What follows belongs to an exercise in optimizing a design on an open flow for small area; a production flow would make more cautious choices.
Only simulation tests tie the RTL to the original design; equivalence was not proved.
Power figures rest on the tool's default switching activity, not on a simulated workload.

==> flow/design.v (excerpt) <==
module pmu_top (
    input  logic                          clk_i,
    input  logic                          rstn_i,
    input  logic [7-1:0]    s_awaddr_i,
    input  logic                          s_awvalid_i,
    output logic                          s_awready_o,
    input  logic [32-1:0]     s_wdata_i,
    input  logic [32/8-1:0]   s_wstrb_i,
    input  logic                          s_wvalid_i,
    output logic                          s_wready_o,
    output logic [1:0]                    s_bresp_o,
    output logic                          s_bvalid_o,
    input  logic                          s_bready_i,
    input  logic [7-1:0]    s_araddr_i,
    input  logic                          s_arvalid_i,
    output logic                          s_arready_o,
    output logic [32-1:0]     s_rdata_o,
    output logic [1:0]                    s_rresp_o,
    output logic                          s_rvalid_o,
    input  logic                          s_rready_i,
    input  logic [8-1:0]    events_i,
    output logic                          intr_overflow_o,
    output logic [4-1:0]       intr_mccu_o
);
  ...
make LEC_CHECK=0 CAP_MARGIN=10 CORE_MARGIN=2 CORE_UTILIZATION=50 CTS_BUF_LIST=sky130_fd_sc_hd__clkbuf_16 CTS_CLUSTER_DIAMETER=80 CTS_CLUSTER_SIZE=30 SLEW_MARGIN=10 SYNTH_HIERARCHICAL=1 SYNTH_MINIMUM_KEEP_SIZE=0 finish   # period 6.0 ns
run.sh (not shown) runs the stock make flow with config.mk's settings and CLKGATE_MAP_FILE= SYNTH_SCRIPT=/design/flow/synth_recipe.tcl, a recipe that flattens the netlist after the stock synthesis.
The starting point went through all stages and came out clean.
Next try:
==> flow/flow/run.sh (new file) <==
#!/bin/bash
# Standard ORFS layout (the standard.sh) with two extra settings:
#  - port buffers use the smallest buffer instead of the default choice
#  - clock tree without dummy balancing loads
# Each ORFS step writes its own log under orfs/logs; make's output goes to standard.log.
set -euo pipefail
bash standard.sh \
  "BUFFER_PORTS_ARGS=-buffer_cell sky130_fd_sc_hd__buf_1" \
  "CTS_ARGS=-sink_clustering_enable -repair_clock_nets -sink_clustering_size 30 -sink_clustering_max_diameter 80 -buf_list sky130_fd_sc_hd__clkbuf_16 -dont_use_dummy_load" \
  finish > standard.log 2>&1
==> flow/standard.sh (new file) <==
#!/bin/bash
# synth_recipe.tcl (not shown) runs the flow's synth.tcl, then flattens the netlist and writes it again
# the make line also repeats each setting of config.mk as NAME=value (left out here)
make -C /OpenROAD-flow-scripts/flow DESIGN_CONFIG=/design/flow/config.mk WORK_HOME=/design/flow/orfs CLKGATE_MAP_FILE= SYNTH_SCRIPT=/design/flow/synth_recipe.tcl "${@:-finish}"
Settings changed: CORE_UTILIZATION 50 to 70.
removed: flow/run.sh
Effect:
- The new run passed the timing, design-rule and antenna checks
- wire length went down by 4.8%
- via count went up by 4.1%
- final area went down by 4.8%
- total power went down by 11%
- global-route usage went up by 11 points
- hold slack got worse by 0.075 ns
Next try:
Settings changed: CORE_UTILIZATION 70 to 50.
What happened:
- sequential share of layout area shrinks by 0.67 points
- power came out higher by 4.4%
- design area rose by 1.7%
- first-iteration DRC count came out lower by 31%
- critical path depth is higher by 1
- fmax grows by 3.1%
- setup slack improves by 0.17 ns
- wire length went up by 5.3%
Next try:
Settings changed: PLACE_DENSITY set to 0.75.
What happened: The changed run ran to the end with no violations; die area stays the same; total power decreases by a few percent; sequential power barely changes; combinational power hardly moves; setup slack degrades by 0.11 ns.
Next try:
--- a/flow/flow/run.sh
+++ b/flow/flow/run.sh
@@ -9 +9 @@
-  "CTS_ARGS=-sink_clustering_enable -repair_clock_nets -sink_clustering_size 30 -sink_clustering_max_diameter 80 -buf_list sky130_fd_sc_hd__clkbuf_16 -dont_use_dummy_load" \
+  "CTS_ARGS=-sink_clustering_enable -repair_clock_nets -sink_clustering_size 30 -sink_clustering_max_diameter 80 -buf_list {sky130_fd_sc_hd__clkbuf_8 sky130_fd_sc_hd__clkbuf_16} -dont_use_dummy_load" \
Settings changed: PLACE_DENSITY 0.75 to not set.
Result: Wire length is higher by a few percent. Die area is unchanged. Cell count rises slightly.


Setup of the baseline:
Another version of the RTL of pmu_top (not shown whole).
Size in the first run: ~2,700 cells after synthesis, about 660 flip-flops, about 110 I/O pins, about 0.034 mm2 of cells after synthesis.
==> flow/config.mk <==
export PLATFORM = sky130hd
export DESIGN_NAME = pmu_top
export DESIGN_NICKNAME = pmu_top
export VERILOG_FILES = /design/flow/design.v
export SDC_FILE = /design/flow/constraint.sdc
export NUM_CORES = 4
export LEC_CHECK = 0
export CAP_MARGIN = 0
export CORE_MARGIN = 2
export CORE_UTILIZATION = 50
export CTS_BUF_LIST = sky130_fd_sc_hd__clkbuf_16
export CTS_CLUSTER_DIAMETER = 80
export CTS_CLUSTER_SIZE = 30
export SLEW_MARGIN = 0
export SYNTH_HIERARCHICAL = 1
export SYNTH_MINIMUM_KEEP_SIZE = 0
==> flow/constraint.sdc <==
create_clock -name core_clock -period 6.0 [get_ports {clk_i}]
set_input_delay 1.2000 -clock core_clock [delete_from_list [all_inputs] [get_ports {clk_i}]]
set_output_delay 1.2000 -clock core_clock [all_outputs]
set_load 0.01 [all_outputs]
standard.sh (not shown) runs the stock make flow with config.mk's settings and CLKGATE_MAP_FILE= SYNTH_SCRIPT=/design/flow/synth_recipe.tcl, a recipe that flattens the netlist after the stock synthesis.
==> flow/flow/run.sh <==
#!/bin/bash
# Standard ORFS layout (the standard.sh) with two extra settings:
#  - port buffers use the smallest buffer instead of the default choice
#  - clock tree without dummy balancing loads
# Each ORFS step writes its own log under orfs/logs; make's output goes to standard.log.
set -euo pipefail
bash standard.sh \
  "BUFFER_PORTS_ARGS=-buffer_cell sky130_fd_sc_hd__buf_1" \
  "CTS_ARGS=-sink_clustering_enable -repair_clock_nets -sink_clustering_size 30 -sink_clustering_max_diameter 80 -buf_list sky130_fd_sc_hd__clkbuf_16 -dont_use_dummy_load" \
  finish > standard.log 2>&1
#### Input delta (the candidate over the baseline)
Settings: swapping 0 for 10 in CAP_MARGIN; swapping 0 for 10 in SLEW_MARGIN.
### Flow results
As far as routed via count goes, the baseline and the candidate are indistinguishable; the numbers are identical. The candidate finished every step from synthesis to the final layout, and the layout passed the timing, design-rule and antenna checks. Total power of the final layout: the baseline vs the candidate identical. The baseline → the candidate: power consumed by combinational cells barely changed; routed wire length barely changed; final layout net count barely changed.

-- port drivers added, routing unchanged --
How much do the figures lean on ideal ports? The routed layouts below were timed once more, with nothing changed but the port constraints.
Step 1: set_driving_cell puts a clkbuf_16 on clk_i and a buf_2 on each other input, an assumption about the parent block.
Step 2 moves the port delays by t, midway between the first and last clock arrival at a register: inputs arrive t later, outputs are due t later. That takes back most of the time a late clock gives input paths.
Slacks: ideal ports / drivers / drivers and shift; pairs: ideal ports / drivers.
run	t, ns	setup WS [ns]	hold slack, ns	clock arrival spread, ns	slew at the worst register clock pin (ns)
the first run of note 1	0.669	0.348 / 0.348 / 0.045	0.483 / 0.483 / 0.483	0.040 / 0.040	0.11 / 0.11
the second run of note 1	0.672	0.206 / 0.206 / 0.206	0.408 / 0.367 / 0.484	0.079 / 0.078	0.11 / 0.11
the third run of note 1	0.649	0.381 / 0.381 / 0.294	0.429 / 0.388 / 0.482	0.060 / 0.060	0.12 / 0.12
the fourth run of note 1	0.679	0.274 / 0.274 / 0.274	0.395 / 0.354 / 0.474	0.077 / 0.077	0.12 / 0.12
the fifth run of note 1	0.649	0.381 / 0.381 / 0.294	0.429 / 0.388 / 0.482	0.060 / 0.060	0.12 / 0.12
the baseline	0.661	0.326 / 0.326 / 0.326	0.502 / 0.502 / 0.502	0.058 / 0.058	0.11 / 0.11
the candidate	0.661	0.326 / 0.326 / 0.326	0.502 / 0.502 / 0.502	0.058 / 0.058	0.11 / 0.11
After both steps every run listed still meets setup and hold. The setup slack of the first run of note 1, which loses most, moves by 0.000 ns with the drivers and by -0.303 ns with both steps.
